This is an optimization exercise on Yosys and OpenROAD, whose aim is a short achievable clock period, not a production implementation. The RTL was checked by simulation tests, not by an equivalence proof against the original design. The flow treats the clock pin as an ideal source. Dropping or thinning the clock tree relies on that and would not hold on a real chip. No activity file was given, so power comes from the tool's default toggle rates.

## flow/flow/run.sh

```bash
#!/bin/bash
# Standard ORFS layout, except that after CTS the top of the clock tree is
# rebuilt (flow/post_cts.tcl). make's output goes to make.log; each ORFS step
# writes its own log under orfs/logs/.
set -euo pipefail
W=$(pwd)
bash standard.sh \
  "CTS_ARGS=-sink_clustering_enable -repair_clock_nets -sink_clustering_size 22 -sink_clustering_max_diameter 100" \
  SKIP_CTS_REPAIR_TIMING=1 \
  "POST_CTS_TCL=$W/flow/post_cts.tcl" \
  finish > make.log 2>&1
```

## flow/flow/post_cts.tcl

```tcl
# Runs inside ORFS's cts.tcl after clock_tree_synthesis (CTS repair timing is
# skipped there). Replaces the top of the clock tree with four inverters fed by
# the clock port, each driving the leaf buffers of one quadrant (the leaves
# become inverting buffers, so every register sees the true clock), then does
# the timing repair cts.tcl would have done.
set NTOP 4
set TOPCELL sky130_fd_sc_hd__clkinv_16
set LEAFCELL sky130_fd_sc_hd__bufinv_16
source [file join [file dirname [info script]] rework.tcl]
detailed_placement
estimate_parasitics -placement
set_propagated_clock [all_clocks]
report_clock_latency
repair_timing_helper
detailed_placement
check_placement -verbose
estimate_parasitics -placement
report_clock_latency
report_worst_slack -max
```

## flow/flow/rework.tcl

```tcl
# Rebuild the top of the clock tree: the clock port drives NTOP clkbuf_16
# buffers (one per region of the die), each of which drives the CTS leaf
# buffers of its region directly. Leaf buffers are those whose output net
# reaches a register clock pin.
if {![info exists NTOP]} { set NTOP 4 }
if {![info exists TOPCELL]} { set TOPCELL sky130_fd_sc_hd__clkbuf_16 }
if {![info exists LEAFCELL]} { set LEAFCELL "" }
proc outpin {inst} { set o [$inst findITerm X]; if {$o == "NULL"} { set o [$inst findITerm Y] }; return $o }
set block [ord::get_db_block]
set cnet [$block findNet clock]
set master [[ord::get_db] findMaster $TOPCELL]
# find clock buffers
set leaves {}
set upper {}
foreach inst [$block getInsts] {
  set m [[$inst getMaster] getName]
  if {![string match "sky130_fd_sc_hd__clkbuf*" $m] && ![string match "sky130_fd_sc_hd__clkinv*" $m] && ![string match "sky130_fd_sc_hd__inv*" $m] && ![string match "sky130_fd_sc_hd__buf*" $m]} continue
  set out [$inst findITerm X]
  if {$out == "NULL"} { set out [$inst findITerm Y] }
  if {$out == "NULL"} continue
  set onet [$out getNet]
  if {$onet == "NULL"} {
    # dummy load without output: belongs to upper tree if input on clock net
    continue
  }
  if {[$onet getSigType] != "CLOCK"} continue
  set isleaf 0
  foreach it [$onet getITerms] {
    if {[$it isInputSignal] && [[$it getInst] isBlock] == 0} {
      set mm [[[$it getInst] getMaster] getName]
      if {[string match "*df*" $mm]} { set isleaf 1; break }
    }
  }
  if {$isleaf} { lappend leaves $inst } else { lappend upper $inst }
}
puts "REWORK leaves [llength $leaves] upper [llength $upper]"
# remove upper-tree buffers and any cell hanging on their nets other than leaves
set leafnames {}
foreach l $leaves { dict set leafnames [$l getName] 1 }
set kill {}
foreach u $upper {
  lappend kill $u
}
# nets of upper tree: clock + outputs of upper
set unets [list $cnet]
foreach u $upper {
  set out [$u findITerm X]; if {$out == "NULL"} { set out [$u findITerm Y] }
  lappend unets [$out getNet]
}
foreach n $unets {
  foreach it [$n getITerms] {
    set i [$it getInst]
    if {[dict exists $leafnames [$i getName]]} continue
    if {[lsearch -exact $kill $i] < 0} { lappend kill $i }
  }
}
foreach i $kill {
  foreach it [$i getITerms] {
    set n [$it getNet]
    if {$n != "NULL" && ![$it isInputSignal]} { $it disconnect; if {$n != $cnet && [llength [$n getITerms]] == 0 && [llength [$n getBTerms]] == 0} { } }
    $it disconnect
  }
  puts "REWORK kill [$i getName] [[$i getMaster] getName]"
  odb::dbInst_destroy $i
}
foreach n $unets { if {$n != $cnet} { odb::dbNet_destroy $n } }
# group leaves: split by x then y median into NTOP groups (NTOP = 1, 2 or 4)
proc cx {i} { set b [$i getBBox]; return [expr {([$b xMin]+[$b xMax])/2}] }
proc cy {i} { set b [$i getBBox]; return [expr {([$b yMin]+[$b yMax])/2}] }
proc split_by {lst key} {
  set s [lsort -integer -index 0 [lmap i $lst {list [$key $i] $i}]]
  set h [expr {[llength $s]/2}]
  return [list [lmap p [lrange $s 0 [expr {$h-1}]] {lindex $p 1}] [lmap p [lrange $s $h end] {lindex $p 1}]]
}
set groups [list $leaves]
if {$NTOP >= 2} { set groups [split_by $leaves cx] }
if {$NTOP >= 4} {
  set g2 {}
  foreach g $groups { foreach h [split_by $g cy] { lappend g2 $h } }
  set groups $g2
}
set k 0
foreach g $groups {
  set sx 0; set sy 0
  foreach l $g { incr sx [cx $l]; incr sy [cy $l] }
  set x [expr {$sx / [llength $g]}]; set y [expr {$sy / [llength $g]}]
  set name "clkbuf_top_${k}_clock"
  set b [odb::dbInst_create $block $master $name]
  $b setLocation [expr {$x - 3000}] $y
  $b setPlacementStatus PLACED
  set onet [odb::dbNet_create $block "clknet_top_${k}_clock"]
  $onet setSigType CLOCK
  [$b findITerm A] connect $cnet
  [outpin $b] connect $onet
  foreach l $g { set a [$l findITerm A]; $a disconnect; $a connect $onet }
  puts "REWORK top $name at $x $y drives [llength $g]"
  incr k
}
if {$LEAFCELL != ""} {
  set lm [[ord::get_db] findMaster $LEAFCELL]
  set k 0
  foreach l $leaves {
    set in [[$l findITerm A] getNet]; set out [[outpin $l] getNet]
    set loc [$l getLocation]
    foreach it [$l getITerms] { $it disconnect }
    set nm [$l getName]
    odb::dbInst_destroy $l
    set n [odb::dbInst_create $block $lm $nm]
    $n setLocation [lindex $loc 0] [lindex $loc 1]
    $n setPlacementStatus PLACED
    [$n findITerm A] connect $in
    [outpin $n] connect $out
  }
  puts "REWORK leaves now $LEAFCELL"
}
```

## flow/standard.sh

```bash
#!/bin/bash
# synth_recipe.tcl (not shown) runs the flow's synth.tcl, then flattens the netlist and writes it again
# the make line also repeats each setting of config.mk as NAME=value (left out here)
make -C /OpenROAD-flow-scripts/flow DESIGN_CONFIG=/design/flow/config.mk WORK_HOME=/design/flow/orfs CLKGATE_MAP_FILE= SYNTH_SCRIPT=/design/flow/synth_recipe.tcl "${@:-finish}"
```

## flow/config.mk

```make
export PLATFORM = sky130hd
export DESIGN_NAME = mc_fifo
export DESIGN_NICKNAME = mc_fifo
export VERILOG_FILES = /design/flow/design.v
export SDC_FILE = /design/flow/constraint.sdc
export NUM_CORES = 4
export LEC_CHECK = 0
export ABC_CLOCK_PERIOD_IN_PS = 1500
export CAP_MARGIN = 20
export CORE_MARGIN = 2
export CORE_UTILIZATION = 55
export SETUP_SLACK_MARGIN = 2.8
export SLEW_MARGIN = 20
```

## flow/constraint.sdc

```tcl
create_clock -name core_clock -period 4.3 [get_ports {clock}]
set_input_delay 0.8600 -clock core_clock [delete_from_list [all_inputs] [get_ports {clock}]]
set_output_delay 0.8600 -clock core_clock [all_outputs]
set_load 0.01 [all_outputs]
```

## flow/design.v

```verilog
module mc_fifo #(
    parameter int NUM_CHANNELS      = 4,
    parameter int BUFFER_SIZE       = 16,
    parameter int DATA_WIDTH        = 32,
    parameter int ALMOST_FULL_LEVEL = 14,
    localparam int LEVEL_WIDTH      = $clog2(BUFFER_SIZE + 1)
) (
    input  logic                                clock,
    input  logic                                rst_n,
    input  logic [NUM_CHANNELS*DATA_WIDTH-1:0]  data_in,
    input  logic [NUM_CHANNELS-1:0]             data_in_valid,
    output logic [NUM_CHANNELS-1:0]             data_in_full,
    output logic [NUM_CHANNELS-1:0]             data_in_almost_full,
    output logic [NUM_CHANNELS*DATA_WIDTH-1:0]  data_out,
    output logic [NUM_CHANNELS-1:0]             data_out_valid,
    input  logic [NUM_CHANNELS-1:0]             data_out_ack,
    input  logic [NUM_CHANNELS-1:0]             flush,
    output logic [NUM_CHANNELS*LEVEL_WIDTH-1:0] level,
    output logic [NUM_CHANNELS-1:0]             overflow
);
    localparam logic [LEVEL_WIDTH-1:0] LVL_FULL = LEVEL_WIDTH'(BUFFER_SIZE);
    localparam logic [LEVEL_WIDTH-1:0] LVL_AF   = LEVEL_WIDTH'(ALMOST_FULL_LEVEL);
    localparam logic [LEVEL_WIDTH-1:0] LVL_ONE  = LEVEL_WIDTH'(1);
    for (genvar c = 0; c < NUM_CHANNELS; c++) begin : g_ch
        logic [BUFFER_SIZE*DATA_WIDTH-1:0] mem;
        logic [DATA_WIDTH-1:0]  din;
        logic [LEVEL_WIDTH-1:0] lvl_q;
        logic [LEVEL_WIDTH-1:0] lvl_d;
        logic [LEVEL_WIDTH-1:0] lvl_p1;
        logic [LEVEL_WIDTH-1:0] lvl_m1;
        logic                   full_d;
        logic                   afull_d;
        logic                   valid_d;
        logic                   inc;
        logic                   dec;
        logic [BUFFER_SIZE:0]   oh_q;      
        logic [BUFFER_SIZE:0]   oh_d;
        logic                   full_q;
        logic                   afull_q;
        logic                   valid_q;
        logic                   ovf_q;
        logic                   push;
        logic                   pop;
        assign din = data_in[c*DATA_WIDTH +: DATA_WIDTH];
        assign push = data_in_valid[c] & ~oh_q[BUFFER_SIZE] & ~flush[c];
        assign pop  = data_out_ack[c] & ~oh_q[0] & ~flush[c];
        assign inc  = push & ~pop;
        assign dec  = pop & ~push;
        always_comb begin
            oh_d = oh_q;
            if (flush[c])
                oh_d = {{BUFFER_SIZE{1'b0}}, 1'b1};
            else if (inc)
                oh_d = {oh_q[BUFFER_SIZE-1:0], 1'b0};
            else if (dec)
                oh_d = {1'b0, oh_q[BUFFER_SIZE:1]};
        end
        assign lvl_p1 = lvl_q + LVL_ONE;
        assign lvl_m1 = lvl_q - LVL_ONE;
        always_comb begin
            if (flush[c]) begin
                lvl_d   = '0;
                full_d  = 1'b0;
                afull_d = 1'b0;
                valid_d = 1'b0;
            end else if (inc) begin
                lvl_d   = lvl_p1;
                full_d  = (lvl_p1 == LVL_FULL);
                afull_d = (lvl_p1 >= LVL_AF);
                valid_d = 1'b1;
            end else if (dec) begin
                lvl_d   = lvl_m1;
                full_d  = 1'b0;
                afull_d = (lvl_m1 >= LVL_AF);
                valid_d = (lvl_m1 != '0);
            end else begin
                lvl_d   = lvl_q;
                full_d  = full_q;
                afull_d = afull_q;
                valid_d = valid_q;
            end
        end
        always_ff @(posedge clock or negedge rst_n) begin
            if (!rst_n) begin
                lvl_q   <= '0;
                oh_q    <= {{BUFFER_SIZE{1'b0}}, 1'b1};
                full_q  <= 1'b0;
                afull_q <= 1'b0;
                valid_q <= 1'b0;
                ovf_q   <= 1'b0;
            end else begin
                lvl_q   <= lvl_d;
                oh_q    <= oh_d;
                full_q  <= full_d;
                afull_q <= afull_d;
                valid_q <= valid_d;
                if (flush[c])
                    ovf_q <= 1'b0;
                else if (data_in_valid[c] && oh_q[BUFFER_SIZE])
                    ovf_q <= 1'b1;
            end
        end
        always_ff @(posedge clock or negedge rst_n) begin
            if (!rst_n)
                mem[0 +: DATA_WIDTH] <= '0;
            else if (flush[c])
                mem[0 +: DATA_WIDTH] <= '0;
            else if (data_out_ack[c])
                mem[0 +: DATA_WIDTH] <= (oh_q[0] | oh_q[1]) ? (data_in_valid[c] ? din : '0)
                                                            : mem[DATA_WIDTH +: DATA_WIDTH];
            else if (data_in_valid[c] && oh_q[0])
                mem[0 +: DATA_WIDTH] <= din;
        end
        for (genvar i = 1; i < BUFFER_SIZE; i++) begin : g_ent
            if (i < BUFFER_SIZE - 1) begin : g_mid
                always_ff @(posedge clock) begin
                    if (data_out_ack[c])
                        mem[i*DATA_WIDTH +: DATA_WIDTH] <= (data_in_valid[c] && oh_q[i+1])
                            ? din : mem[(i+1)*DATA_WIDTH +: DATA_WIDTH];
                    else if (data_in_valid[c] && oh_q[i])
                        mem[i*DATA_WIDTH +: DATA_WIDTH] <= din;
                end
            end else begin : g_last
                always_ff @(posedge clock) begin
                    if (data_in_valid[c] && (data_out_ack[c] ? oh_q[i+1] : oh_q[i]))
                        mem[i*DATA_WIDTH +: DATA_WIDTH] <= din;
                end
            end
        end
        assign data_out[c*DATA_WIDTH +: DATA_WIDTH]  = mem[0 +: DATA_WIDTH];
        assign level[c*LEVEL_WIDTH +: LEVEL_WIDTH]   = lvl_q;
        assign data_in_full[c]                       = full_q;
        assign data_in_almost_full[c]                = afull_q;
        assign data_out_valid[c]                     = valid_q;
        assign overflow[c]                           = ovf_q;
    end
endmodule
```

==> summary.txt, run 1 <==
outcome -> timing/DRC/antenna clean
Critical Path RT -> 3440 ps
Sw Ratio -> 30.70%
Post-Synthesis Cells -> 7879
clock skew -> 32.97 ps
cells on worst reg2reg path -> 9
area leader, netlist -> dfxtp_1
PortBufs -> 305
Worst Hold Class -> in -> async
post-synth top area share -> 36.06%
drt total wl -> 336.9 mm
top_reg_cell synth -> dfxtp_1
CP max stage delay -> 460 ps
Synth Net Count -> 8037
I/O Pins -> 306
initial antenna violation count -> 6
Critical path buffers and inverters -> 1
Pleak -> 56.57 nW
initial drt markers -> 6757
pre-CTS WS -> 939.0 ps
Die Ht -> 413.8 um
Flop pwr share -> 48.2%
Hold Fails Final Rpt -> 0
Layout area overhead -> 44.07%
hold_ws -> 293.0 ps
WS Path Type -> reg -> out
DR vias/cell -> 6.455
# setup viols final -> 0
Worst path depth -> 1
crit path from -> g_ch[0].mem[0]
max_cap viols -> 0
Crit path arrival time -> 1140 ps
Util after Layout -> 79.68%
Synth top cells by count -> 2972 x mux2i_1, 1664 x dfxtp_1, 404 x clkbuf_1
CTS sink cnt -> 2152
Worst R2R End -> g_ch[1].afull_q
Tot GR Track Use -> 33.81%
crit path to -> data_out[0]
initial core utilization -> 55.31%
Avg Cell Area, Syn -> 11.73 sq um
DR pass1 iterations -> 6
drt drc -> 0
setup slack, reg-to-reg -> 2330 ps
R2R Path Start -> g_ch[1].lvl_q[0]
ys async rst share -> 10.78%
maximum vdd drop -> 0.4900 mV
drt wl/cell -> 30.85 um
Seq/Total Area, Yosys -> 50.67%
sum of negative setup slack -> 0 ps
Post-Syn Area -> 92390 sq um
Clock transition at path regs -> 100 ps
#FFs+latches synth -> 2152
crit end category -> primary output
Max FO, Critical Path -> 2
Tmin final -> 2004 ps
most frequent cell after synthesis -> mux2i_1
RSZ-0062 raised after global routing -> yes
Post-synth EDFFs -> 256
Die ar. -> 171300 sq um
Final ANT Viol Nets -> 0
sw power -> 20.07 mW
DR vias -> 70494
share of cells above drive strength 1 -> 42.38%
CP Launch Type -> register
DIE WIDTH -> 413.8 um
CORE AREA -> 167000 sq um
routability cong. -> 0.7805
Critical-path top delay cell -> dfrtp_1
Max Clk Rate -> 0.4990 GHz
Worst-Skew Late Latency -> 520 ps
max-slew violations -> 0
total grt overflow -> 0
internal power -> 45.29 mW
row count -> 150
worst-path cell chain -> buf_2
yosys warns -> 1
pwr/cell area -> 491.0 nW/um^2
total power -> 65.36 mW
Distinct cells, synth -> 64
vias in the first global route -> 65166
first-pass GRT wire length -> 436.1 mm
largest net degree at the start of global routing -> 96
combinational share of power -> 31.4%
Worst slew margin -> 42.05%
actual slew at the worst max-slew pin -> 869.2 ps
final period utilization -> 46.61%
synth top area cells -> dfxtp_1 36%, mux2i_1 32%, edfxtp_1 8.3%
dpl hpwl -> 122.1 mm
Setup WS post-layout -> 2296 ps
Clock Power Share -> 20.4%
family with the most delay on the worst path -> flip-flops
nets@finish -> 8789
==> layout by cell type (no fill, tap or decap), types with 25 or more instances in the layout <==
cell             Yosys  final
a211oi_1           287    129
a211oi_2             0    145
a21oi_1            299    188
a21oi_2              0    105
a22oi_2              0    128
and3_1             277    235
and3_4               0     42
buf_12               0    250
buf_16               0    133
buf_2              244    148
buf_4              145    311
buf_6                1    283
buf_8                0     66
bufinv_16            0     99
clkbuf_1           404     82
clkbuf_16            0     50
clkbuf_2             0     45
clkdlybuf4s15_2      0     29
dfrtp_1            228    148
dfrtp_2              0     69
dfxtp_1           1664   1664
edfxtp_1           256    256
mux2_4               0    128
mux2i_1           2972   1865
mux2i_2              0    220
mux2i_4              0    887
nand2_1            304    171
nand2_2              0     45
nand2_4              0     25
nand2_8              0    187
nand3_1             68     50
nor2_1              66     48
o21ai_1              7     72
o21ai_2              0     75
==> kinds of logic after synthesis <==
kind of cell	count (synthesis)	synth area share, %
multiplexers	3101	33.77
flip-flops	2152	50.67
AO/OA/AOI/OAI	919	6.262
buffers and inverters	860	4.422
AND/OR/NAND/NOR	796	4.327
XOR/XNOR	35	0.3318
adder cells (fa/ha/maj)	16	0.2167
==> sequential cells by signal, indices dropped and copies added, names as in the netlist <==
signal	flops
g_ch.mem	2048
g_ch.oh_q	68
g_ch.lvl_q	20
g_ch.afull_q	4
g_ch.full_q	4
g_ch.ovf_q	4
g_ch.valid_q	4
==> per-stage QoR <==
step / cells / cell area (sq um)
floorplan: 7879 / 98340
global placement: 9636 / 97390
detailed placement: 9636 / 97390
global route: 10919 / 133100
finish: 10920 / 133100
==> metal layers <==
layer | GRT usage [%] | wire length, um
met5 | 0.3392 | 26
met4 | 13.92 | 22120
met3 | 5.150 | 28470
met2 | 54.86 | 155500
met1 | 45.11 | 130800
==> power groups by stage <==
stage / clock [mW] / sequential (mW) / combinational, mW
global route: 14.1 / 32.0 / 21.8
detailed placement: 0 / 29.6 / 12.6
finish: 13.3 / 31.5 / 20.5
floorplan: 0 / 28.9 / 10.5
global placement: 0 / 29.4 / 12.1
==> how the worst min path moves through the flow <==
stage | startpoint | to | depth (start not counted)
after global placement | g_ch[0].mem[16] | g_ch[0].mem[16] | 2
final | rst_n | g_ch[3].mem[16] | 1
after global routing | rst_n | g_ch[3].mem[16] | 1
after detailed placement | g_ch[0].mem[21] | g_ch[0].mem[21] | 2
after floorplan | g_ch[3].valid_q | g_ch[3].valid_q | 2
==> layout make-up, clock buffers not listed <==
cell class | instances | area (sq um)
multi-input combinational | 5002 | 61220
inverter | 124 | 3258
tap | 2204 | 2758
timing repair buffer | 1340 | 18410
sequential | 2152 | 46940
antenna | 4 | 10.01
clock inverter | 1 | 30.03
fill | 9141 | 33940
timing repair inverter | 11 | 177.7
==> run 2: changes to the inputs <==
--- a/flow/flow/run.sh
+++ b/flow/flow/run.sh
@@ -5,7 +5,7 @@
 set -euo pipefail
 W=$(pwd)
 bash standard.sh \
-  "CTS_ARGS=-sink_clustering_enable -repair_clock_nets -sink_clustering_size 22 -sink_clustering_max_diameter 100" \
+  "CTS_ARGS=-sink_clustering_enable -repair_clock_nets -sink_clustering_size 20 -sink_clustering_max_diameter 100" \
   SKIP_CTS_REPAIR_TIMING=1 \
   "POST_CTS_TCL=$W/flow/post_cts.tcl" \
   finish > make.log 2>&1
--- a/flow/config.mk
+++ b/flow/config.mk
@@ -6,8 +6,8 @@
 export NUM_CORES = 4
 export LEC_CHECK = 0
 export ABC_CLOCK_PERIOD_IN_PS = 1500
-export CAP_MARGIN = 20
+export CAP_MARGIN = 30
 export CORE_MARGIN = 2
-export CORE_UTILIZATION = 55
+export CORE_UTILIZATION = 65
 export SETUP_SLACK_MARGIN = 2.8
-export SLEW_MARGIN = 20
+export SLEW_MARGIN = 30
==> run 2 against run 1 <==
Against the previous run: clock skew rose by 9.1 ps; cell count down 3.5%; global-route usage up 5.9 points; sequential share of layout area is 0.80 points higher; design area shrank 2.1%; wire length increased by 25%; first-iteration DRC count up 82%; core utilization rose by 13 points; area after synthesis unchanged; critical path depth rose by 6; maximum frequency is 16% lower; critical endpoint is now g_ch[2].mem[418]; largest cell class unchanged; largest power group unchanged; highest routed layer unchanged.
==> summary.txt, run 2 <==
Distinct cells, synth -> 64 (unchanged)
Seq/Total Area, Yosys -> 50.67% (unchanged)
drt drc -> 0 (unchanged)
nets@finish -> 8702 (was 8789)
sum of negative setup slack -> 0 ps (unchanged)
Max FO, Critical Path -> 8 (was 2)
drt wl/cell -> 39.96 um (was 30.85 um)
Max Clk Rate -> 0.4205 GHz (was 0.4990 GHz)
CORE AREA -> 141200 sq um (was 167000 sq um)
DR vias/cell -> 7.597 (was 6.455)
worst-path cell chain -> buf_16, buf_16, buf_12, buf_16, nand2_8, mux2i_4, mux2i_1 (was buf_2)
DIE WIDTH -> 381.0 um (was 413.8 um)
share of cells above drive strength 1 -> 40.53% (was 42.38%)
Post-synth EDFFs -> 256 (unchanged)
Worst Hold Class -> in -> async (unchanged)
largest net degree at the start of global routing -> 95 (was 96)
initial antenna violation count -> 34 (was 6)
Worst-Skew Late Latency -> 550 ps (was 520 ps)
DR vias -> 80084 (was 70494)
Tmin final -> 2378 ps (was 2004 ps)
initial drt markers -> 12309 (was 6757)
yosys warns -> 1 (unchanged)
# setup viols final -> 0 (unchanged)
I/O Pins -> 306 (unchanged)
outcome -> timing/DRC/antenna clean (unchanged)
Layout area overhead -> 41.00% (was 44.07%)
vias in the first global route -> 68464 (was 65166)
Placed Cells -> 9307 (was 9636)
most frequent CP cell -> buf_16
Pleak -> 56.59 nW (was 56.57 nW)
Clock transition at path regs -> 100 ps (about the same)
dpl hpwl -> 118.0 mm (was 122.1 mm)
global routing usage on met3 -> 8.224% (was 5.150%)
Synth top cells by count -> 2972 x mux2i_1, 1664 x dfxtp_1, 404 x clkbuf_1 (unchanged)
met1 Use GR -> 51.35% (was 45.11%)
actual slew at the worst max-slew pin -> 952.2 ps (was 869.2 ps)
Critical-path top delay cell -> mux2i_1 (was dfrtp_1)
Filler cells -> 4230 (was 9141)
max-slew violations -> 0 (unchanged)
Die Ht -> 381.0 um (was 413.8 um)
non-filler cells in the finished layout -> 10542 (was 10920)
Crit path arrival time -> 2720 ps (was 1140 ps)
final period utilization -> 55.30% (was 46.61%)
CP Launch Type -> input pin (was register)
routability cong. -> 0.8254 (was 0.7805)
CP max stage delay -> 720 ps (was 460 ps)
Post-Synthesis Cells -> 7879 (unchanged)
Tot GR Track Use -> 39.75% (was 33.81%)
busiest grt layer -> met2 (unchanged)
RSZ-0062 raised after global routing -> yes (unchanged)
initial core utilization -> 65.41% (was 55.31%)
most frequent cells in the layout -> 2009 x mux2i_1, 1664 x dfxtp_1, 780 x mux2i_4, 314 x buf_4, 256 x edfxtp_1 (was 1865 x mux2i_1, 1664 x dfxtp_1, 887 x mux2i_4, 311 x buf_4, 283 x buf_6)
dpl cell area -> 96950 sq um (was 97390 sq um)
PortBufs -> 305 (unchanged)
pwr/cell area -> 525.0 nW/um^2 (was 491.0 nW/um^2)
ys async rst share -> 10.78% (unchanged)
clock skew -> 42.07 ps (was 32.97 ps)
cells on worst reg2reg path -> 3 (was 9)
row count -> 138 (was 150)
Die ar. -> 145200 sq um (was 171300 sq um)
area leader, netlist -> dfxtp_1 (unchanged)
final instance area -> 130300 sq um (was 133100 sq um)
Post-Syn Area -> 92390 sq um (unchanged)
most common cell after layout, fill and taps aside -> mux2i_1 (unchanged)
WS Path Type -> in -> reg (was reg -> out)
Largest regs -> g_ch.mem (2048), g_ch.oh_q (68), g_ch.lvl_q (20) (unchanged)
Final ANT Viol Nets -> 0 (unchanged)
crit end category -> register (was primary output)
Hold Fails Final Rpt -> 0 (unchanged)
top_reg_cell synth -> dfxtp_1 (unchanged)
post-synth top area share -> 36.06% (unchanged)
Worst slew margin -> 36.52% (was 42.05%)
Avg Cell Area, Syn -> 11.73 sq um (unchanged)
DR pass1 iterations -> 8 (was 6)
CTS sink cnt -> 2152 (unchanged)
Critical Path RT -> 4640 ps (was 3440 ps)
largest reg by FF count -> g_ch.mem (unchanged)
synth top area cells -> dfxtp_1 36%, mux2i_1 32%, edfxtp_1 8.3% (unchanged)
Largest register FFs -> 2048 (unchanged)
Util after Layout -> 92.23% (was 79.68%)
global routing usage on met2 -> 62.70% (was 54.86%)
drt total wl -> 421.2 mm (was 336.9 mm)
maximum vdd drop -> 0.5728 mV (was 0.4900 mV)
#FFs+latches synth -> 2152 (unchanged)
Synth Net Count -> 8037 (unchanged)
max_cap viols -> 0 (unchanged)
most frequent cell after synthesis -> mux2i_1 (unchanged)
total grt overflow -> 0 (unchanged)
first-pass GRT wire length -> 442.8 mm (was 436.1 mm)
-- run 2: cell count changes in the layout (fill, tap and decap cells not counted), sizes merged, moves of 4 or more --
cell	delta
buf	-153
bufinv	+9
clkbuf	+20
clkdlybuf4s15	+18
clkinv	+4
diode	+11
nand2	+29
-- run 2: cells by family (layout without fill, tap and decap cells) --
| group | after synthesis | count (layout) | synth area share [%] |
|---|---|---|---|
| AOI/OAI and AO/OA | 919 | 919 | 6.262 |
| xor gates and xnor gates | 35 | 36 | 0.3318 |
| adders and majority gates | 16 | 16 | 0.2167 |
| buffers and inverters | 860 | 1452 | 4.422 |
| DFF | 2152 | 2152 | 50.67 |
| muxes | 3101 | 3101 | 33.77 |
| other | 0 | 15 | 0 |
| and+or+nand+nor | 796 | 961 | 4.327 |
-- run 2: per-stage QoR --
step | hold WS [ps] | power, mW | worst slack (ps)
global placement | 465.3 | 41.37 | 1041
finish | 329.0 | 68.38 | 1922
detailed placement | 474.0 | 42.28 | 963.1
floorplan | 449.8 | 39.41 | 1978
global route | 454.5 | 69.65 | 2003
-- run 2: path summary, 6_finish.rpt --
check                              endpoint              from  slack [ps]
max                        g_ch[2].mem[418]  data_in_valid[2]        1920
min                         g_ch[3].mem[13]             rst_n         330
max reg2reg                g_ch[2].mem[418]  g_ch[2].oh_q[13]        2140
min reg2reg                 g_ch[3].mem[25]   g_ch[3].mem[25]         480
max in group asynchronous    g_ch[2].mem[9]             rst_n        2910
min in group core_clock     g_ch[3].mem[25]   g_ch[3].mem[25]         480
-- run 2: area by class of cell, clock buffers not listed --
class                           count  area (sq um)  share of cell area (%)
Inverter                          134          3563                   2.736
Timing Repair Buffer             1208         16250                   12.48
Clock inverter                      1         8.758                0.006724
Tap cell                         1890          2365                   1.815
Sequential cell                  2152         46970                   36.06
Multi-Input combinational cell   5033         60430                   46.39
Antenna cell                       15         37.54                 0.02882
Timing Repair inverter             15         284.0                  0.2180
-- run 2: layer usage --
| metal | up-vias | part of all wire, % |
|---|---|---|
| li1 | 30122 | - |
| met1 | 38331 | 31 |
| met2 | 8084 | 42 |
| met3 | 3513 | 16 |
| met4 | 34 | 11 |
| met5 | - | 0.064 |
-- run 2: worst max-delay path: cells and delay by family --
kind,cells,cell delay [ps]
AND/OR/NAND/NOR,1,190
multiplexers,2,1000
buffers and inverters,4,620
-- run 2: where the power goes --
group,internal [mW],switching [mW]
Sequential,27.2,4.85
Clock,7.35,6.95
Combinational,10.7,11.4
Total,45.2,23.1
==> run 3: changes to the inputs <==
--- a/flow/flow/post_cts.tcl
+++ b/flow/flow/post_cts.tcl
@@ -1,10 +1,10 @@
 # Runs inside ORFS's cts.tcl after clock_tree_synthesis (CTS repair timing is
-# skipped there). Replaces the top of the clock tree with four inverters fed by
+# skipped there). Replaces the top of the clock tree with four inverters (inv_16) fed by
 # the clock port, each driving the leaf buffers of one quadrant (the leaves
 # become inverting buffers, so every register sees the true clock), then does
 # the timing repair cts.tcl would have done.
 set NTOP 4
-set TOPCELL sky130_fd_sc_hd__clkinv_16
+set TOPCELL sky130_fd_sc_hd__inv_16
 set LEAFCELL sky130_fd_sc_hd__bufinv_16
 source [file join [file dirname [info script]] rework.tcl]
 detailed_placement
--- a/flow/config.mk
+++ b/flow/config.mk
@@ -6,8 +6,8 @@
 export NUM_CORES = 4
 export LEC_CHECK = 0
 export ABC_CLOCK_PERIOD_IN_PS = 1500
-export CAP_MARGIN = 30
+export CAP_MARGIN = 20
 export CORE_MARGIN = 2
-export CORE_UTILIZATION = 65
+export CORE_UTILIZATION = 55
 export SETUP_SLACK_MARGIN = 2.8
-export SLEW_MARGIN = 30
+export SLEW_MARGIN = 20
==> run 3 against run 2 <==
Against the previous run: setup slack better by 400 ps; power decreased by 1.9%; wire length fell by 15%; cell count rose by 3.9%; via count decreased by 9.9%; global-route usage is 2.8 points lower; critical path type is now reg -> reg; critical path depth up 1; design area increased by 4.8%; highest routed layer unchanged; critical endpoint is now g_ch[0].mem[31]; maximum frequency grew 20%.
==> summary.txt, run 3 <==
clock skew -> 30.68 ps (was 42.07 ps)
initial antenna violation count -> 8 (was 34)
Max FO, Critical Path -> 6 (was 8)
Hold Fails Final Rpt -> 0 (unchanged)
Seq/Total Area, Yosys -> 50.67% (unchanged)
total power -> 67.10 mW (was 68.38 mW)
Util after Layout -> 81.74% (was 92.23%)
routability cong. -> 0.7805 (was 0.8254)
max-slew violations -> 0 (unchanged)
Post-Syn Area -> 92390 sq um (unchanged)
Worst-Skew Late Latency -> 420 ps (was 550 ps)
Worst slew margin -> 46.69% (was 36.52%)
maximum vdd drop -> 0.5224 mV (was 0.5728 mV)
#FFs+latches synth -> 2152 (unchanged)
most common cell after layout, fill and taps aside -> mux2i_1 (unchanged)
initial core utilization -> 55.31% (was 65.41%)
total grt overflow -> 0 (unchanged)
largest reg by FF count -> g_ch.mem (unchanged)
Avg Cell Area, Syn -> 11.73 sq um (unchanged)
Synth top cells by count -> 2972 x mux2i_1, 1664 x dfxtp_1, 404 x clkbuf_1 (unchanged)
most frequent cell after synthesis -> mux2i_1 (unchanged)
ys async rst share -> 10.78% (unchanged)
nets@finish -> 8814 (was 8702)
drt drc -> 0 (unchanged)
Die ar. -> 171300 sq um (was 145200 sq um)
crit path from -> g_ch[0].oh_q[0] (was data_in_valid[2])
largest net degree at the start of global routing -> 96 (was 95)
most frequent cells in the layout -> 1790 x mux2i_1, 1664 x dfxtp_1, 945 x mux2i_4, 291 x buf_12, 274 x buf_4 (was 2009 x mux2i_1, 1664 x dfxtp_1, 780 x mux2i_4, 314 x buf_4, 256 x edfxtp_1)
Post-Synthesis Cells -> 7879 (unchanged)
I/O Pins -> 306 (unchanged)
Pleak -> 57.27 nW (was 56.59 nW)
CORE AREA -> 167000 sq um (was 141200 sq um)
Layout area overhead -> 47.79% (was 41.00%)
vias in the first global route -> 68664 (was 68464)
synth top area cells -> dfxtp_1 36%, mux2i_1 32%, edfxtp_1 8.3% (unchanged)
final period utilization -> 46.02% (was 55.30%)
Placed Cells -> 9636 (was 9307)
row count -> 150 (was 138)
R2R Path Start -> g_ch[0].oh_q[0] (was g_ch[2].oh_q[13])
CTS sink cnt -> 2152 (unchanged)
drt total wl -> 359.7 mm (was 421.2 mm)
top_reg_cell synth -> dfxtp_1 (unchanged)
family with the most delay on the worst path -> flip-flops (was multiplexers)
Worst Hold Class -> in -> async (unchanged)
sum of negative setup slack -> 0 ps (unchanged)
CP Launch Type -> register (was input pin)
Tmin final -> 1979 ps (was 2378 ps)
Post-synth EDFFs -> 256 (unchanged)
Max Clk Rate -> 0.5053 GHz (was 0.4205 GHz)
actual slew at the worst max-slew pin -> 799.6 ps (was 952.2 ps)
Clock transition at path regs -> 100 ps (about the same)
Largest regs -> g_ch.mem (2048), g_ch.oh_q (68), g_ch.lvl_q (20) (unchanged)
Tot GR Track Use -> 36.90% (was 39.75%)
area leader, netlist -> dfxtp_1 (unchanged)
Distinct cells, synth -> 64 (unchanged)
Critical-path top delay cell -> dfstp_2 (was mux2i_1)
hold_ws -> 413.7 ps (was 329.0 ps)
non-filler cells in the finished layout -> 10955 (was 10542)
PortBufs -> 305 (unchanged)
DR vias -> 72166 (was 80084)
pwr/cell area -> 491.4 nW/um^2 (was 525.0 nW/um^2)
Largest register FFs -> 2048 (unchanged)
outcome -> timing/DRC/antenna clean (unchanged)
Die Ht -> 413.8 um (was 381.0 um)
share of cells above drive strength 1 -> 44.66% (was 40.53%)
yosys warns -> 1 (unchanged)
drt wl/cell -> 32.83 um (was 39.96 um)
Critical path buffers and inverters -> 4 (unchanged)
WS Path Type -> reg -> reg (was in -> reg)
crit end category -> register (unchanged)
post-synth top area share -> 36.06% (unchanged)
# setup viols final -> 0 (unchanged)
Final ANT Viol Nets -> 0 (unchanged)
initial drt markers -> 6920 (was 12309)
DR vias/cell -> 6.587 (was 7.597)
DR pass1 iterations -> 6 (was 8)
most frequent CP cell -> buf_12 (was buf_16)
Synth Net Count -> 8037 (unchanged)
first-pass GRT wire length -> 471.7 mm (was 442.8 mm)
dpl hpwl -> 122.1 mm (was 118.0 mm)
DIE WIDTH -> 413.8 um (was 381.0 um)
worst-path cell chain -> nand2b_4, buf_12, nor2_4, buf_12, buf_12, buf_12, a22oi_2, o21ai_2 (was buf_16, buf_16, buf_12, buf_16, nand2_8, mux2i_4, mux2i_1)
Crit path arrival time -> 2270 ps (was 2720 ps)
Critical Path RT -> 4590 ps (was 4640 ps)
max_cap viols -> 0 (unchanged)
CP max stage delay -> 590 ps (was 720 ps)
RSZ-0062 raised after global routing -> yes (unchanged)
==> run 3: kinds of logic (layout without fill, tap and decap cells) <==
logic type | after synthesis | count (layout) | synth area share, %
XOR/XNOR | 35 | 35 | 0.3318
flip-flops | 2152 | 2152 | 50.67
other | 0 | 9 | 0
AND/OR/NAND/NOR | 796 | 951 | 4.327
adder cells (fa/ha/maj) | 16 | 16 | 0.2167
AO/OA/AOI/OAI | 919 | 919 | 6.262
buffers and inverters | 860 | 1568 | 4.422
multiplexers | 3101 | 3101 | 33.77
==> run 3: area by class of cell, clock buffers not listed <==
cell class | count | area [sq um]
multi-input cells | 5022 | 63060
flip-flops and latches | 2152 | 46940
fillers | 8647 | 30500
repair buffers | 1341 | 19840
inverters | 134 | 3506
well taps | 2204 | 2758
repair inverters | 5 | 72.57
diodes | 9 | 22.52
clock inverters | 1 | 8.758
==> run 3: layer usage <==
metal | wire, um | track usage, %
met5 | 16 | 0
met4 | 27970 | 19.68
met3 | 32170 | 6.475
met2 | 164600 | 58.13
met1 | 134900 | 48.45
==> run 3: through the flow <==
stage | cell area (sq um) | setup WS, ps
6_report | 136500 | 2321
3_3_place_gp | 97390 | 1002
2_1_floorplan | 98340 | 1978
5_1_grt | 136500 | 2343
3_5_place_dp | 97390 | 939.0
==> run 3: power breakdown <==
group | internal [mW] | total [mW] | switching (mW) | leakage (nW)
clock network | 7.33 | 14.1 | 6.79 | 1.67
registers | 27.2 | 31.7 | 4.52 | 19.4
logic | 11.6 | 21.3 | 9.63 | 36.2
total | 46.2 | 67.1 | 20.9 | 57.3
==> run 3: path summary, 6_finish.rpt <==
kind | slack [ps] | endpoint | cells after the start
worst max-delay path | 2320 | g_ch[0].mem[31] | 8
worst min-delay path | 410 | g_ch[3].mem[16] | 1
worst max register to register | 2320 | g_ch[0].mem[31] | 8
worst min register to register | 480 | g_ch[3].mem[9] | 2
max in group asynchronous | 2970 | g_ch[2].mem[31] | 2
min in group core_clock | 480 | g_ch[3].mem[9] | 2
==> run 3: worst reg2reg max path: cells and delay by family, from the launching register on <==
kind / cells / cell delay, ps
DFF: 1 / 590
buffers and inverters: 4 / 560
AOI/OAI and AO/OA: 2 / 490
and+or+nand+nor: 2 / 210
==> run 4: changes to the inputs <==
--- a/flow/design.v
+++ b/flow/design.v
@@ -100,30 +100,40 @@
                     ovf_q <= 1'b1;
             end
         end
+        logic                   ack_r;
+        logic [BUFFER_SIZE-1:1] wr_r;
+        logic [DATA_WIDTH-1:0]  din_r;
+        logic [DATA_WIDTH-1:0]  ent1;
+        always_ff @(posedge clock) begin
+            ack_r <= data_out_ack[c];
+            for (int i = 1; i < BUFFER_SIZE; i++)
+                wr_r[i] <= data_in_valid[c] & (data_out_ack[c] ? oh_q[i+1] : oh_q[i]);
+            din_r <= din;
+        end
+        assign ent1 = wr_r[1] ? din_r
+                              : (ack_r ? mem[2*DATA_WIDTH +: DATA_WIDTH] : mem[DATA_WIDTH +: DATA_WIDTH]);
         always_ff @(posedge clock or negedge rst_n) begin
             if (!rst_n)
                 mem[0 +: DATA_WIDTH] <= '0;
             else if (flush[c])
                 mem[0 +: DATA_WIDTH] <= '0;
             else if (data_out_ack[c])
-                mem[0 +: DATA_WIDTH] <= (oh_q[0] | oh_q[1]) ? (data_in_valid[c] ? din : '0)
-                                                            : mem[DATA_WIDTH +: DATA_WIDTH];
+                mem[0 +: DATA_WIDTH] <= (oh_q[0] | oh_q[1]) ? (data_in_valid[c] ? din : '0) : ent1;
             else if (data_in_valid[c] && oh_q[0])
                 mem[0 +: DATA_WIDTH] <= din;
         end
         for (genvar i = 1; i < BUFFER_SIZE; i++) begin : g_ent
             if (i < BUFFER_SIZE - 1) begin : g_mid
                 always_ff @(posedge clock) begin
-                    if (data_out_ack[c])
-                        mem[i*DATA_WIDTH +: DATA_WIDTH] <= (data_in_valid[c] && oh_q[i+1])
-                            ? din : mem[(i+1)*DATA_WIDTH +: DATA_WIDTH];
-                    else if (data_in_valid[c] && oh_q[i])
-                        mem[i*DATA_WIDTH +: DATA_WIDTH] <= din;
+                    if (wr_r[i])
+                        mem[i*DATA_WIDTH +: DATA_WIDTH] <= din_r;
+                    else if (ack_r)
+                        mem[i*DATA_WIDTH +: DATA_WIDTH] <= mem[(i+1)*DATA_WIDTH +: DATA_WIDTH];
                 end
             end else begin : g_last
                 always_ff @(posedge clock) begin
-                    if (data_in_valid[c] && (data_out_ack[c] ? oh_q[i+1] : oh_q[i]))
-                        mem[i*DATA_WIDTH +: DATA_WIDTH] <= din;
+                    if (wr_r[i])
+                        mem[i*DATA_WIDTH +: DATA_WIDTH] <= din_r;
                 end
             end
         end
==> run 4 against run 3 <==
Against the previous run: hold slack lost 23 ps; setup slack got worse by 9.1 ps; still clean; global-route usage shrank 11 points; critical endpoint is now g_ch[3].lvl_q[3]; core utilization fell by 17 points; highest routed layer unchanged; maximum frequency is 0.46% lower; cell count is 19% lower; critical path depth rose by 2; die area up 4.4%; synthesized cell count decreased by 23%; register-to-register slack gained 80 ps; combinational power fell by 66%.
==> summary.txt, run 4 <==
Pleak -> 40.00 nW (was 57.27 nW)
yosys warns -> 1 (unchanged)
sw power -> 11.59 mW (was 20.93 mW)
area leader, netlist -> edfxtp_1 (was dfxtp_1)
Seq/Total Area, Yosys -> 68.40% (was 50.67%)
final period utilization -> 46.23% (was 46.02%)
Clock transition at path regs -> 90 ps (was 100 ps)
first-pass GRT wire length -> 351.7 mm (was 471.7 mm)
top_reg_cell synth -> edfxtp_1 (was dfxtp_1)
DR pass1 iterations -> 7 (was 6)
max-slew violations -> 0 (unchanged)
Hold Fails Final Rpt -> 0 (unchanged)
routability cong. -> 0.8903 (was 0.7805)
actual slew at the worst max-slew pin -> 795.9 ps (was 799.6 ps)
Placed Cells -> 8135 (was 9636)
R2R Path Start -> g_ch[1].oh_q[0] (was g_ch[0].oh_q[0])
Worst R2R End -> g_ch[1].oh_q[12] (was g_ch[0].mem[31])
Tmin final -> 1988 ps (was 1979 ps)
setup slack, reg-to-reg -> 2400 ps (was 2320 ps)
Flop pwr share -> 56.6% (was 47.3%)
ys async rst share -> 9.898% (was 10.78%)
pre-CTS WS -> 867.2 ps (was 939.0 ps)
Synth Net Count -> 6203 (was 8037)
# setup viols final -> 0 (unchanged)
maximum vdd drop -> 0.5070 mV (was 0.5224 mV)
outcome -> timing/DRC/antenna clean (unchanged)
Largest regs -> g_ch.mem (2048), g_ch.din_r (128), g_ch.oh_q (68) (was g_ch.mem (2048), g_ch.oh_q (68), g_ch.lvl_q (20))
family with the most delay on the worst path -> buffers and inverters (was flip-flops)
CP max stage delay -> 240 ps (was 590 ps)
DIE WIDTH -> 423.0 um (was 413.8 um)
sum of negative setup slack -> 0 ps (unchanged)
Clock Power Share -> 29.3% (was 21.0%)
initial core utilization -> 55.42% (was 55.31%)
Synth top cells by count -> 1792 x edfxtp_1, 1664 x mux2_2, 434 x clkbuf_1 (was 2972 x mux2i_1, 1664 x dfxtp_1, 404 x clkbuf_1)
#FFs+latches synth -> 2344 (was 2152)
dpl hpwl -> 126.8 mm (was 122.1 mm)
Critical Path RT -> 4620 ps (was 4590 ps)
max_cap viols -> 0 (unchanged)
Max FO, Critical Path -> 4 (was 6)
RSZ-0062 raised after global routing -> yes (unchanged)
post-synth top area share -> 55.74% (was 36.06%)
Worst Hold Class -> in -> async (unchanged)
Worst slew margin -> 46.38% (was 46.69%)
share of cells above drive strength 1 -> 46.52% (was 44.66%)
Post-Synthesis Cells -> 6045 (was 7879)
CTS sink cnt -> 2344 (was 2152)
largest net degree at the start of global routing -> 77 (was 96)
Critical-path top delay cell -> nor3b_4 (was dfstp_2)
row count -> 153 (was 150)
pwr/cell area -> 449.4 nW/um^2 (was 491.4 nW/um^2)
WS Path Type -> in -> reg (was reg -> reg)
CORE AREA -> 174200 sq um (was 167000 sq um)
Post-Syn Area -> 96540 sq um (was 92390 sq um)
cells on worst reg2reg path -> 7 (was 8)
combinational share of power -> 14.1% (was 31.7%)
internal power -> 39.16 mW (was 46.16 mW)
Layout area overhead -> 16.98% (was 47.79%)
Tot GR Track Use -> 25.87% (was 36.90%)
most frequent cells in the layout -> 1792 x edfxtp_1, 1664 x mux2_2, 289 x nand2_1, 261 x dfxtp_1, 242 x buf_4 (was 1790 x mux2i_1, 1664 x dfxtp_1, 945 x mux2i_4, 291 x buf_12, 274 x buf_4)
vias in the first global route -> 53567 (was 68664)
Critical path buffers and inverters -> 5 (was 4)
CP Launch Type -> input pin (was register)
most common cell after layout, fill and taps aside -> edfxtp_1 (was mux2i_1)
drt drc -> 0 (unchanged)
Setup WS post-layout -> 2312 ps (was 2321 ps)
Post-synth EDFFs -> 1792 (was 256)
Distinct cells, synth -> 49 (was 64)
DR vias/cell -> 5.912 (was 6.587)
most frequent cell after synthesis -> edfxtp_1 (was mux2i_1)
Largest register FFs -> 2048 (unchanged)
Crit path arrival time -> 2300 ps (was 2270 ps)
Max Clk Rate -> 0.5030 GHz (was 0.5053 GHz)
synth top area cells -> edfxtp_1 56%, mux2_2 19%, dfxtp_1 6.6% (was dfxtp_1 36%, mux2i_1 32%, edfxtp_1 8.3%)
Die Ht -> 423.0 um (was 413.8 um)
initial antenna violation count -> 9 (was 8)
Sw Ratio -> 22.83% (was 31.20%)
drt wl/cell -> 26.74 um (was 32.83 um)
PortBufs -> 305 (unchanged)
non-filler cells in the finished layout -> 8846 (was 10955)
worst-path cell chain -> buf_8, buf_12, and2b_4, buf_12, nor3b_4, buf_6, buf_6, mux2i_2, nand2_1, a21oi_2 (was nand2b_4, buf_12, nor2_4, buf_12, buf_12, buf_12, a22oi_2, o21ai_2)
initial drt markers -> 4193 (was 6920)
clock skew -> 31.03 ps (was 30.68 ps)
drt total wl -> 236.5 mm (was 359.7 mm)
Avg Cell Area, Syn -> 15.97 sq um (was 11.73 sq um)
Worst-Skew Late Latency -> 410 ps (was 420 ps)
crit end category -> register (unchanged)
total grt overflow -> 0 (unchanged)
DR vias -> 52294 (was 72166)
Final ANT Viol Nets -> 0 (unchanged)
nets@finish -> 6585 (was 8814)
largest reg by FF count -> g_ch.mem (unchanged)
I/O Pins -> 306 (unchanged)
Die ar. -> 178900 sq um (was 171300 sq um)
==> run 4: cell types whose count changed after synthesis, moves of 50 or more <==
cell	previous run	this run
nand3_1	68	13
buf_2	244	38
edfxtp_1	256	1792
a211oi_1	287	54
mux2_2	129	1664
or2_2	6	56
o21ai_0	148	275
mux2i_1	2972	237
a21oi_1	299	45
and3_1	277	3
dfxtp_1	1664	320
==> run 4: stage by stage <==
stage	utilization [%]	hold slack [ps]	power, mW	instance area, sq um
5_1_grt	64.83	395.2	52.67	112900
2_1_floorplan	-	456.8	32.93	97910
6_report	64.83	391.2	50.75	112900
3_5_place_dp	58.09	474.4	34.92	101200
3_3_place_gp	58.08	470.0	34.81	101200
==> run 4: worst max-delay path by stage <==
stage,from,end,cells after the start
finish,data_out_ack[3],g_ch[3].lvl_q[3],10
global route,data_out_ack[3],g_ch[3].lvl_q[3],10
detailed placement,data_in_valid[2],g_ch[2].oh_q[9],7
global placement,data_in_valid[2],g_ch[2].oh_q[8],7
floorplan,data_out_ack[2],g_ch[2].afull_q,8
==> run 4: cell families after synthesis <==
logic type	Yosys count	synth area share (%)
compound gates	527	3.279
xor+xnor	36	0.3499
fa+ha+maj	16	0.2074
buf+inv	643	3.172
flops	2344	68.40
mux	1901	21.87
simple gates	578	2.727
==> run 4: area by class of cell, clock buffers not listed <==
cell class / instances / area, sq um
diodes: 6 / 15.01
clock inverters: 1 / 16.27
inverters: 134 / 3682
fillers: 12504 / 61270
flip-flops and latches: 2344 / 66260
multi-input cells: 3124 / 30070
well taps: 2325 / 2909
repair buffers: 823 / 9647
==> run 4: power by group through the flow <==
stage / registers [mW] / clock network [mW] / logic (mW)
after floorplan: 28.5 / 0 / 4.44
after global placement: 29.4 / 0 / 5.42
after detailed placement: 29.4 / 0 / 5.50
after global routing: 29.0 / 16.0 / 7.62
final: 28.7 / 14.9 / 7.15
==> run 4: layer usage <==
metal / wire (um) / vias up / global-route usage (%)
li1: - / 23184 / -
met1: 104700 / 27687 / 37.03
met2: 115500 / 1151 / 42.65
met3: 10100 / 264 / 2.759
met4: 6038 / 8 / 6.281
met5: 172 / - / 0.4032
==> run 5: changes to the inputs <==
--- a/flow/design.v
+++ b/flow/design.v
@@ -25,59 +25,48 @@
         logic [BUFFER_SIZE*DATA_WIDTH-1:0] mem;
         logic [DATA_WIDTH-1:0]  din;
         logic [LEVEL_WIDTH-1:0] lvl_q;
-        logic [LEVEL_WIDTH-1:0] lvl_d;
         logic [LEVEL_WIDTH-1:0] lvl_p1;
         logic [LEVEL_WIDTH-1:0] lvl_m1;
-        logic                   full_d;
-        logic                   afull_d;
-        logic                   valid_d;
-        logic                   inc;
-        logic                   dec;
         logic [BUFFER_SIZE:0]   oh_q;      
-        logic [BUFFER_SIZE:0]   oh_d;
         logic                   full_q;
         logic                   afull_q;
         logic                   valid_q;
         logic                   ovf_q;
-        logic                   push;
-        logic                   pop;
         assign din = data_in[c*DATA_WIDTH +: DATA_WIDTH];
-        assign push = data_in_valid[c] & ~oh_q[BUFFER_SIZE] & ~flush[c];
-        assign pop  = data_out_ack[c] & ~oh_q[0] & ~flush[c];
-        assign inc  = push & ~pop;
-        assign dec  = pop & ~push;
-        always_comb begin
-            oh_d = oh_q;
-            if (flush[c])
-                oh_d = {{BUFFER_SIZE{1'b0}}, 1'b1};
-            else if (inc)
-                oh_d = {oh_q[BUFFER_SIZE-1:0], 1'b0};
-            else if (dec)
-                oh_d = {1'b0, oh_q[BUFFER_SIZE:1]};
-        end
+        logic [3:0]                   up_c;     
+        logic [3:0]                   dn_c;     
+        logic [4*(BUFFER_SIZE+1)-1:0] oh_c;     
+        logic [4*LEVEL_WIDTH-1:0]     lvl_c;
+        logic [3:0]                   full_c;
+        logic [3:0]                   afull_c;
+        logic [3:0]                   valid_c;
+        logic [1:0]                   op;
+        assign op = {data_in_valid[c], data_out_ack[c]};
+        assign up_c = {oh_q[0],           ~oh_q[BUFFER_SIZE], 1'b0,     1'b0};
+        assign dn_c = {oh_q[BUFFER_SIZE], 1'b0,               ~oh_q[0], 1'b0};
         assign lvl_p1 = lvl_q + LVL_ONE;
         assign lvl_m1 = lvl_q - LVL_ONE;
         always_comb begin
-            if (flush[c]) begin
-                lvl_d   = '0;
-                full_d  = 1'b0;
-                afull_d = 1'b0;
-                valid_d = 1'b0;
-            end else if (inc) begin
-                lvl_d   = lvl_p1;
-                full_d  = (lvl_p1 == LVL_FULL);
-                afull_d = (lvl_p1 >= LVL_AF);
-                valid_d = 1'b1;
-            end else if (dec) begin
-                lvl_d   = lvl_m1;
-                full_d  = 1'b0;
-                afull_d = (lvl_m1 >= LVL_AF);
-                valid_d = (lvl_m1 != '0);
-            end else begin
-                lvl_d   = lvl_q;
-                full_d  = full_q;
-                afull_d = afull_q;
-                valid_d = valid_q;
+            for (int k = 0; k < 4; k++) begin
+                if (up_c[k]) begin
+                    oh_c[k*(BUFFER_SIZE+1) +: BUFFER_SIZE+1] = {oh_q[BUFFER_SIZE-1:0], 1'b0};
+                    lvl_c[k*LEVEL_WIDTH +: LEVEL_WIDTH]      = lvl_p1;
+                    full_c[k]  = (lvl_p1 == LVL_FULL);
+                    afull_c[k] = (lvl_p1 >= LVL_AF);
+                    valid_c[k] = 1'b1;
+                end else if (dn_c[k]) begin
+                    oh_c[k*(BUFFER_SIZE+1) +: BUFFER_SIZE+1] = {1'b0, oh_q[BUFFER_SIZE:1]};
+                    lvl_c[k*LEVEL_WIDTH +: LEVEL_WIDTH]      = lvl_m1;
+                    full_c[k]  = 1'b0;
+                    afull_c[k] = (lvl_m1 >= LVL_AF);
+                    valid_c[k] = (lvl_m1 != '0);
+                end else begin
+                    oh_c[k*(BUFFER_SIZE+1) +: BUFFER_SIZE+1] = oh_q;
+                    lvl_c[k*LEVEL_WIDTH +: LEVEL_WIDTH]      = lvl_q;
+                    full_c[k]  = full_q;
+                    afull_c[k] = afull_q;
+                    valid_c[k] = valid_q;
+                end
             end
         end
         always_ff @(posedge clock or negedge rst_n) begin
@@ -88,15 +77,20 @@
                 afull_q <= 1'b0;
                 valid_q <= 1'b0;
                 ovf_q   <= 1'b0;
+            end else if (flush[c]) begin
+                lvl_q   <= '0;
+                oh_q    <= {{BUFFER_SIZE{1'b0}}, 1'b1};
+                full_q  <= 1'b0;
+                afull_q <= 1'b0;
+                valid_q <= 1'b0;
+                ovf_q   <= 1'b0;
             end else begin
-                lvl_q   <= lvl_d;
-                oh_q    <= oh_d;
-                full_q  <= full_d;
-                afull_q <= afull_d;
-                valid_q <= valid_d;
-                if (flush[c])
-                    ovf_q <= 1'b0;
-                else if (data_in_valid[c] && oh_q[BUFFER_SIZE])
+                lvl_q   <= lvl_c[op*LEVEL_WIDTH +: LEVEL_WIDTH];
+                oh_q    <= oh_c[op*(BUFFER_SIZE+1) +: BUFFER_SIZE+1];
+                full_q  <= full_c[op];
+                afull_q <= afull_c[op];
+                valid_q <= valid_c[op];
+                if (data_in_valid[c] && oh_q[BUFFER_SIZE])
                     ovf_q <= 1'b1;
             end
         end
==> run 5 against run 4 <==
Against the previous run: register-to-register slack improved by 90 ps; setup slack better by 100 ps; power decreased by 3.3%; maximum frequency grew 5.4%; sequential power shrank 3%; sequential cell count stayed put; sequential share of layout area down 2.0 points; synthesized cell count rose by 7.1%; first-iteration DRC count rose by 12%; critical path depth is 9 lower; hold slack improved by 18 ps.
==> summary.txt, run 5 <==
ys async rst share -> 9.898% (unchanged)
Worst Hold Class -> in -> async (unchanged)
initial core utilization -> 55.31% (was 55.42%)
most frequent cell after synthesis -> edfxtp_1 (unchanged)
Final ANT Viol Nets -> 0 (unchanged)
Placed Cells -> 8526 (was 8135)
I/O Pins -> 306 (unchanged)
family with the most delay on the worst path -> flip-flops (was buffers and inverters)
Seq/Total Area, Yosys -> 66.91% (was 68.40%)
CP max stage delay -> 480 ps (was 240 ps)
max_cap viols -> 0 (unchanged)
clock skew -> 31.13 ps (was 31.03 ps)
PortBufs -> 305 (unchanged)
Clock transition at path regs -> 90 ps (about the same)
DR vias -> 56006 (was 52294)
drt wl/cell -> 26.31 um (was 26.74 um)
R2R Path Start -> g_ch[2].oh_q[0] (was g_ch[1].oh_q[0])
CTS sink cnt -> 2344 (unchanged)
initial drt markers -> 4686 (was 4193)
vias in the first global route -> 56537 (was 53567)
most common cell after layout, fill and taps aside -> edfxtp_1 (unchanged)
DR pass1 iterations -> 5 (was 7)
largest reg by FF count -> g_ch.mem (unchanged)
top_reg_cell synth -> edfxtp_1 (unchanged)
routability cong. -> 0.8895 (was 0.8903)
Clock Power Share -> 30.5% (was 29.3%)
synth top area cells -> edfxtp_1 55%, mux2_2 19%, dfxtp_1 6.5% (was edfxtp_1 56%, mux2_2 19%, dfxtp_1 6.6%)
Worst slew margin -> 30.30% (was 46.38%)
Critical Path RT -> 3440 ps (was 4620 ps)
Synth top cells by count -> 1792 x edfxtp_1, 1668 x mux2_2, 445 x clkbuf_1 (was 1792 x edfxtp_1, 1664 x mux2_2, 434 x clkbuf_1)
Sw Ratio -> 22.61% (was 22.83%)
Tmin final -> 1886 ps (was 1988 ps)
Worst R2R End -> g_ch[2].mem[29] (was g_ch[1].oh_q[12])
#FFs+latches synth -> 2344 (unchanged)
DR vias/cell -> 6.004 (was 5.912)
internal power -> 37.96 mW (was 39.16 mW)
yosys warns -> 1 (unchanged)
WS Path Type -> reg -> out (was in -> reg)
final period utilization -> 43.86% (was 46.23%)
Worst-Skew Late Latency -> 420 ps (was 410 ps)
first-pass GRT wire length -> 360.7 mm (was 351.7 mm)
maximum vdd drop -> 0.4856 mV (was 0.5070 mV)
worst-path cell chain -> buf_6 (was buf_8, buf_12, and2b_4, buf_12, nor3b_4, buf_6, buf_6, mux2i_2, nand2_1, a21oi_2)
total grt overflow -> 0 (unchanged)
Largest regs -> g_ch.mem (2048), g_ch.din_r (128), g_ch.oh_q (68) (unchanged)
drt drc -> 0 (unchanged)
Flop pwr share -> 56.8% (was 56.6%)
Critical path buffers and inverters -> 1 (was 5)
Max Clk Rate -> 0.5303 GHz (was 0.5030 GHz)
post-synth top area share -> 54.53% (was 55.74%)
CORE AREA -> 178400 sq um (was 174200 sq um)
Pleak -> 41.70 nW (was 40.00 nW)
pwr/cell area -> 419.4 nW/um^2 (was 449.4 nW/um^2)
Post-Synthesis Cells -> 6473 (was 6045)
Synth Net Count -> 6635 (was 6203)
Hold Fails Final Rpt -> 0 (unchanged)
# setup viols final -> 0 (unchanged)
largest net degree at the start of global routing -> 76 (was 77)
Distinct cells, synth -> 78 (was 49)
share of cells above drive strength 1 -> 46.95% (was 46.52%)
Die ar. -> 182800 sq um (was 178900 sq um)
Max FO, Critical Path -> 2 (was 4)
Worst path depth -> 1 (was 10)
Avg Cell Area, Syn -> 15.25 sq um (was 15.97 sq um)
Tot GR Track Use -> 25.77% (was 25.87%)
crit end category -> primary output (was register)
Post-synth EDFFs -> 1792 (unchanged)
most frequent cells in the layout -> 1792 x edfxtp_1, 1668 x mux2_2, 342 x nand2_1, 279 x buf_4, 265 x dfxtp_1 (was 1792 x edfxtp_1, 1664 x mux2_2, 289 x nand2_1, 261 x dfxtp_1, 242 x buf_4)
Layout area overhead -> 18.52% (was 16.98%)
Filler cells -> 12723 (was 12504)
actual slew at the worst max-slew pin -> 1046 ps (was 795.9 ps)
outcome -> timing/DRC/antenna clean (unchanged)
nets@finish -> 7040 (was 6585)
max-slew violations -> 0 (unchanged)
non-filler cells in the finished layout -> 9328 (was 8846)
row count -> 155 (was 153)
Post-Syn Area -> 98680 sq um (was 96540 sq um)
CP Launch Type -> register (was input pin)
DIE WIDTH -> 427.6 um (was 423.0 um)
RSZ-0062 raised after global routing -> yes (unchanged)
cells on worst reg2reg path -> 6 (was 7)
dpl hpwl -> 131.8 mm (was 126.8 mm)
area leader, netlist -> edfxtp_1 (unchanged)
combinational share of power -> 12.7% (was 14.1%)
sum of negative setup slack -> 0 ps (unchanged)
drt total wl -> 245.4 mm (was 236.5 mm)
setup slack, reg-to-reg -> 2490 ps (was 2400 ps)
Largest register FFs -> 2048 (unchanged)
Critical-path top delay cell -> dfrtp_2 (was nor3b_4)
initial antenna violation count -> 4 (was 9)
Crit path arrival time -> 1030 ps (was 2300 ps)
Die Ht -> 427.6 um (was 423.0 um)
sw power -> 11.09 mW (was 11.59 mW)
-- run 5: cell count changes after synthesis, moves of 42 or more --
cell      change
buf_2        +42
nand2_1      +84
o21ai_1      +43
a211oi_1     -43
a21oi_1      +48
nor2_1       +76
-- run 5: logic make-up after synthesis --
group	Yosys count	synth area share, %
flip-flops	2344	66.91
AO/OA/AOI/OAI	719	4.543
XOR/XNOR	29	0.2574
multiplexers	1876	21.14
buffers and inverters	722	3.464
adder cells (fa/ha/maj)	21	0.2637
AND/OR/NAND/NOR	762	3.418
-- run 5: power groups by stage --
| stage | logic, mW | clock network [mW] | registers [mW] |
|---|---|---|---|
| 2_1_floorplan | 3.65 | 0 | 27.7 |
| 3_3_place_gp | 4.40 | 0 | 28.5 |
| 3_5_place_dp | 4.46 | 0 | 28.5 |
| 5_1_grt | 6.63 | 16.1 | 28.1 |
| 6_report | 6.23 | 15.0 | 27.8 |
-- run 5: cell type report, clock buffers not listed --
type | instances | area, sq um | area share, %
Sequential cell | 2344 | 66260 | 56.65
Tap cell | 2355 | 2947 | 2.519
Inverter | 147 | 3804 | 3.252
Timing Repair Buffer | 894 | 10600 | 9.061
Timing Repair inverter | 2 | 17.52 | 0.01498
Clock inverter | 2 | 22.52 | 0.01926
Multi-Input combinational cell | 3489 | 32950 | 28.18
Antenna cell | 2 | 5.005 | 0.004279
-- run 5: metal layers --
layer	vias to the layer above	track usage [%]	wire (um)
li1	24859	-	-
met1	29512	36.69	109100
met2	1317	42.64	119600
met3	316	2.869	10620
met4	2	6.357	6051
met5	-	0	20
-- run 5: through the flow --
| stage | util [%] | worst slack, ps | instance area [sq um] | hold slack, ps | power, mW |
|---|---|---|---|---|---|
| after floorplan | - | 2358 | 99970 | 456.8 | 31.33 |
| after global placement | 57.57 | 990.1 | 102700 | 469.3 | 32.88 |
| after detailed placement | 57.58 | 946.6 | 102700 | 477.8 | 32.95 |
| after global routing | 65.55 | 2394 | 117000 | 431.6 | 50.81 |
| final | 65.55 | 2414 | 117000 | 409.6 | 49.05 |
-- run 5: worst max-delay path by stage --
stage,start,end,slack [ps]
after floorplan,data_out_ack[1],g_ch[1].oh_q[2],2360
after detailed placement,data_in_valid[0],g_ch[0].lvl_q[1],950
after global routing,g_ch[0].lvl_q[1],level[1],2390
final,g_ch[0].lvl_q[1],level[1],2410
after global placement,data_in_valid[0],g_ch[0].lvl_q[1],990
-- run 5: worst reg2reg max path, stage by stage (launching register included) --
cell and delay, ps:
dfstp_4 700, clkinvlp_4 170, nor2_4 170, nor3_4 60, buf_6 150, or2_4 340
o21ai_1 150

## what the ideal ports hide
The flow's constraints put no driver on any port. The routed layouts listed below were extracted and timed again, unchanged, in two steps. Step 1 sets driving cells, clkbuf_16 on the clock port and buf_2 on the other inputs (assumed; they add their load-dependent delay and slew). Step 2 also shifts input and output timing later by t, the mid clock arrival at the registers, as if the neighbouring blocks saw the same clock. a / b / c = no drivers / after step 1 / after step 2; a / b = the first two.
run | shift t [ns] | setup WS [ns] | hold WS [ns] | pins driven straight from the clock port
run 1 | 0.833 | 2.296 / 1.967 / 1.531 | 0.293 / 0.029 / 0.481 | 4
run 2 | 0.849 | 1.922 / 1.771 / 1.277 | 0.329 / 0.064 / 0.481 | 4
run 3 | 0.713 | 2.321 / 2.080 / 1.631 | 0.414 / 0.165 / 0.484 | 4
run 4 | 0.688 | 2.312 / 2.052 / 1.880 | 0.391 / 0.154 / 0.498 | 4
run 5 | 0.703 | 2.414 / 2.109 / 1.933 | 0.410 / 0.165 / 0.480 | 4
After both steps every run listed still meets setup and hold. The setup slack of run 1, which loses most, moves by -0.329 ns with the drivers and by -0.765 ns with both steps.
